Source: an optimization exercise on an open RTL-to-GDS flow (aim: small area, a short achievable clock period and few clock cycles per item). Production flows keep margins and buffers that such runs may drop.
The RTL was checked by simulation tests, not by an equivalence proof against the original design.

ember:
==> module sbh_dp, before the edit <==
module sbh_dp (
	input  logic        clk,
	input  logic        arst_n,
	input  logic [7:0]  data_byte,
	input  logic        ir_load,
	input  logic        stg_shift,
	input  logic [1:0]  byte_sel,
	input  logic [2:0]  len_byte,
	input  logic        len_inc,
	input  logic        len_clr,
	input  logic        load,
	input  logic        load_iv,
	input  logic        round,
	input  logic        stall,
	input  logic        ring_en,
	input  logic        fold_act,
	input  logic        fold_iv,
	input  logic [1:0]  fold_k,
	input  logic [5:0]  kidx,
	input  logic        ld_or_st,
	input  logic        dout_ld,
	input  logic        dout_nx,
	input  logic [2:0]  dout_idx,
	output logic [31:0] digest_word
);
	logic [7:0]   ir_byte;
	logic [511:0] stg;             
	logic [511:0] win;             
	logic [60:0]  len;             
	logic [31:0]  p;               
	logic [31:0]  kq;              
	logic [31:0]  wa, wb, wc, wd, we, wf, wg, wh;
	logic [31:0]  la [4];          
	logic [31:0]  le [4];          
	logic [7:0]  byte_in;
	logic [63:0] bit_len;
	assign bit_len = {len, 3'b000};
	always_comb begin
		case (byte_sel)
			2'd0:    byte_in = ir_byte;
			2'd1:    byte_in = PAD_BYTE;
			2'd3:    byte_in = bit_len[{3'd7 - len_byte, 3'b000} +: 8];
			default: byte_in = 8'h00;
		endcase
	end
	always_ff @(posedge clk) begin
		if (ir_load) ir_byte <= data_byte;
		if (stg_shift) stg <= {stg[503:0], byte_in};
	end
	always_ff @(posedge clk or negedge arst_n) begin
		if (!arst_n) begin
			len <= '0;
		end else if (len_clr) begin
			len <= '0;
		end else if (len_inc) begin
			len <= len + 61'd1;
		end
	end
	logic [31:0] x0, x1, x9, x14, w_new, w_in;
	assign x0    = win[511:480];
	assign x1    = win[479:448];
	assign x9    = win[223:192];
	assign x14   = win[63:32];
	assign w_new = x0 + sbh_pkg::sig0(x1) + x9 + sbh_pkg::sig1(x14);
	assign w_in  = stall ? x0 : w_new;
	always_ff @(posedge clk) begin
		if (load) win <= stg;
		else      win <= {win[479:0], w_in};
	end
	logic [31:0] add_a, add_e, opa, ope, ba, be;
	assign opa = fold_act ? wa : 32'd0;
	assign ope = fold_act ? we : 32'd0;
	assign ba  = fold_iv ? sbh_pkg::init_h({1'b0, fold_k}) : la[3];
	assign be  = fold_iv ? sbh_pkg::init_h({1'b1, fold_k}) : le[3];
	assign add_a = ba + opa;
	assign add_e = be + ope;
	always_ff @(posedge clk) begin
		if (ring_en) begin
			la[0] <= add_a;
			la[1] <= la[0];
			la[2] <= la[1];
			la[3] <= la[2];
			le[0] <= add_e;
			le[1] <= le[0];
			le[2] <= le[1];
			le[3] <= le[2];
		end
	end
	logic [31:0] dout;
	always_ff @(posedge clk) begin
		if (dout_ld)
			dout <= add_a;
		else if (dout_nx)
			dout <= dout_idx[2] ? le[dout_idx[1:0]] : la[dout_idx[1:0]];
	end
	assign digest_word = dout;
	logic [31:0] s1, ch, s0, mj, a_new, e_new;
	assign s1    = sbh_pkg::big1(we);
	assign ch    = (we & wf) ^ (~we & wg);
	assign s0    = sbh_pkg::big0(wa);
	assign mj    = (wa & wb) ^ (wa & wc) ^ (wb & wc);
	logic [31:0] as1, ac1, as2, ac2, as3, ac3, es1, ec1, es2, ec2;
	assign as1   = p ^ ch ^ mj;
	assign ac1   = {(p[30:0] & ch[30:0]) | (p[30:0] & mj[30:0]) | (ch[30:0] & mj[30:0]), 1'b0};
	assign as2   = as1 ^ ac1 ^ s1;
	assign ac2   = {(as1[30:0] & ac1[30:0]) | (as1[30:0] & s1[30:0]) | (ac1[30:0] & s1[30:0]), 1'b0};
	assign as3   = as2 ^ ac2 ^ s0;
	assign ac3   = {(as2[30:0] & ac2[30:0]) | (as2[30:0] & s0[30:0]) | (ac2[30:0] & s0[30:0]), 1'b0};
	assign a_new = as3 + ac3;
	assign es1   = p ^ ch ^ wd;
	assign ec1   = {(p[30:0] & ch[30:0]) | (p[30:0] & wd[30:0]) | (ch[30:0] & wd[30:0]), 1'b0};
	assign es2   = es1 ^ ec1 ^ s1;
	assign ec2   = {(es1[30:0] & ec1[30:0]) | (es1[30:0] & s1[30:0]) | (ec1[30:0] & s1[30:0]), 1'b0};
	assign e_new = es2 + ec2;
	logic [31:0] ld_a, ld_b, ld_c, ld_d, ld_e, ld_f, ld_g, ld_h;
	assign ld_a = load_iv ? sbh_pkg::init_h(3'd0) : add_a;
	assign ld_b = load_iv ? sbh_pkg::init_h(3'd1) : la[0];
	assign ld_c = load_iv ? sbh_pkg::init_h(3'd2) : la[1];
	assign ld_d = load_iv ? sbh_pkg::init_h(3'd3) : la[2];
	assign ld_e = load_iv ? sbh_pkg::init_h(3'd4) : add_e;
	assign ld_f = load_iv ? sbh_pkg::init_h(3'd5) : le[0];
	assign ld_g = load_iv ? sbh_pkg::init_h(3'd6) : le[1];
	assign ld_h = load_iv ? sbh_pkg::init_h(3'd7) : le[2];
	logic [31:0] a_alt, e_alt;
	assign a_alt = stall ? wh : ld_a;
	assign e_alt = stall ? wd : ld_e;
	always_ff @(posedge clk) begin
		if (load) begin wb <= ld_b; wc <= ld_c; wd <= ld_d;
			wf <= ld_f; wg <= ld_g; wh <= ld_h;
		end else begin
			wb <= wa; wc <= wb; wd <= wc;
			wf <= we; wg <= wf; wh <= wg;
		end
		wa <= ld_or_st ? a_alt : a_new;
		we <= ld_or_st ? e_alt : e_new;
	end
	logic [31:0] pa, pc;
	assign pa = load ? ld_h : wg;
	assign pc = load ? stg[511:480] : x1;
	always_ff @(posedge clk) begin
		kq <= sbh_pkg::round_k(kidx);
		if (load || round) p <= pa + kq + pc;
	end
endmodule
==> flow/config.mk <==
export PLATFORM = sky130hd
export DESIGN_NAME = sha256_byte_stream_hasher_unit
export DESIGN_NICKNAME = sha256_byte_stream_hasher_unit
export VERILOG_FILES = /design/flow/design.v
export SDC_FILE = /design/flow/constraint.sdc
export NUM_CORES = 4
export LEC_CHECK = 0
export CAP_MARGIN = 20
export CORE_MARGIN = 2
export CORE_UTILIZATION = 55
export CTS_BUF_LIST = sky130_fd_sc_hd__clkbuf_8
export CTS_CLUSTER_DIAMETER = 80
export CTS_CLUSTER_SIZE = 12
export SETUP_SLACK_MARGIN = 5
export SLEW_MARGIN = 20
==> flow/constraint.sdc <==
create_clock -name core_clock -period 11.0 [get_ports {clk}]
set_input_delay 2.2000 -clock core_clock [delete_from_list [all_inputs] [get_ports {clk}]]
set_output_delay 2.2000 -clock core_clock [all_outputs]
set_load 0.01 [all_outputs]
standard.sh (not shown) runs the stock make flow with config.mk's settings and CLKGATE_MAP_FILE= SYNTH_SCRIPT=/design/flow/synth_recipe.tcl, a recipe that flattens the netlist after the stock synthesis.
==> flow/flow/run.sh <==
#!/bin/bash
# Standard layout (the standard.sh, unchanged synthesis), with timing repair aiming
# for extra setup slack beyond the 11 ns constraint.
set -uo pipefail
bash standard.sh SETUP_SLACK_MARGIN=7 finish > standard.log 2>&1
Testbench counts of ember, summed over its fixed seeds: cycles 39,202, bytes 30,063.
The following lists how zinc was set up differently from ember:
-- flow/design.v --
<<< ember, line 444
	assign s0    = sbh_pkg::big0(wa);
	assign mj    = (wa & wb) ^ (wa & wc) ^ (wb & wc);
	logic [31:0] as1, ac1, as2, ac2, as3, ac3, es1, ec1, es2, ec2;
	assign as1   = p ^ ch ^ mj;
	assign ac1   = {(p[30:0] & ch[30:0]) | (p[30:0] & mj[30:0]) | (ch[30:0] & mj[30:0]), 1'b0};
	assign as2   = as1 ^ ac1 ^ s1;
	assign ac2   = {(as1[30:0] & ac1[30:0]) | (as1[30:0] & s1[30:0]) | (ac1[30:0] & s1[30:0]), 1'b0};
	assign as3   = as2 ^ ac2 ^ s0;
	assign ac3   = {(as2[30:0] & ac2[30:0]) | (as2[30:0] & s0[30:0]) | (ac2[30:0] & s0[30:0]), 1'b0};
	assign a_new = as3 + ac3;
	assign es1   = p ^ ch ^ wd;
	assign ec1   = {(p[30:0] & ch[30:0]) | (p[30:0] & wd[30:0]) | (ch[30:0] & wd[30:0]), 1'b0};
	assign es2   = es1 ^ ec1 ^ s1;
	assign ec2   = {(es1[30:0] & ec1[30:0]) | (es1[30:0] & s1[30:0]) | (ec1[30:0] & s1[30:0]), 1'b0};
	assign e_new = es2 + ec2;
	logic [31:0] ld_a, ld_b, ld_c, ld_d, ld_e, ld_f, ld_g, ld_h;
>>> zinc, line 444
	assign s0    = sbh_pkg::big0(wa);
	assign mj    = (wa & wb) ^ (wa & wc) ^ (wb & wc);
	logic [31:0] as1, ac1, as2, ac2, as3, ac3, es2, ec2;
	assign as1   = p ^ ch ^ s1;
	assign ac1   = {(p[30:0] & ch[30:0]) | (p[30:0] & s1[30:0]) | (ch[30:0] & s1[30:0]), 1'b0};
	assign as2   = as1 ^ ac1 ^ s0;
	assign ac2   = {(as1[30:0] & ac1[30:0]) | (as1[30:0] & s0[30:0]) | (ac1[30:0] & s0[30:0]), 1'b0};
	assign as3   = as2 ^ ac2 ^ mj;
	assign ac3   = {(as2[30:0] & ac2[30:0]) | (as2[30:0] & mj[30:0]) | (ac2[30:0] & mj[30:0]), 1'b0};
	assign a_new = as3 + ac3;
	assign es2   = as1 ^ ac1 ^ wd;
	assign ec2   = {(as1[30:0] & ac1[30:0]) | (as1[30:0] & wd[30:0]) | (ac1[30:0] & wd[30:0]), 1'b0};
	assign e_new = es2 + ec2;
	logic [31:0] ld_a, ld_b, ld_c, ld_d, ld_e, ld_f, ld_g, ld_h;
==> results.txt <==
- Compared with ember, zinc improves worst hold slack.
- Met3 global-route usage: zinc higher than ember
- Between zinc and ember, the overall die height figures differ only marginally.
- Per the final summary, zinc finished and its layout is clean on timing, DRC and antenna.
- ember reached the final stage; the timing, DRC and antenna checks on its layout passed.
- In terms of area fraction of clock buffers and clock inverters, ember and zinc differ only marginally.
- When the final numbers for ember and zinc were put side by side, the non-clock buffer count turned out to be greater in ember.
- The smallest setup slack after layout reported for zinc is smaller than that of ember by 400 ps.
- Of ember and zinc, ember shows the lower average wire per standard cell, with zinc above it.
- Comparing the two runs side by side, zinc comes out behind ember on post-layout minimum cycle time.
- ember → zinc: global-route wire length before repair went up about 2.3%; count of vias placed by the detailed router increased 1.8%; number of cells in the finished layout apart from fillers about even.
Testbench counts of zinc, summed over its fixed seeds: cycles 39,202, bytes 30,063.

[separate check: timing with driven ports]
In the flow no input, the clock included, has a driving cell. The finished layouts below were timed again as built, in two steps.
Step 1 assumes that a clkbuf_16 drives the clock port and a buf_2 every other input.
Step 2 moves the port delays by t, midway between the first and last clock arrival at a register: inputs arrive t later, outputs are due t later. That takes back most of the time a late clock gives input paths.
Three values: ideal, step 1, step 2; two values: the first two.
run | shift t [ns] | setup WS [ns] | latest minus earliest clock arrival (ns) | worst slew at a driven data input, ns
ember | 0.996 | 6.277 / 6.277 / 6.277 | 0.064 / 0.063 | 0.04
zinc | 0.996 | 5.879 / 5.879 / 5.879 | 0.077 / 0.077 | 0.04
After both steps setup and hold are still met in every run listed.
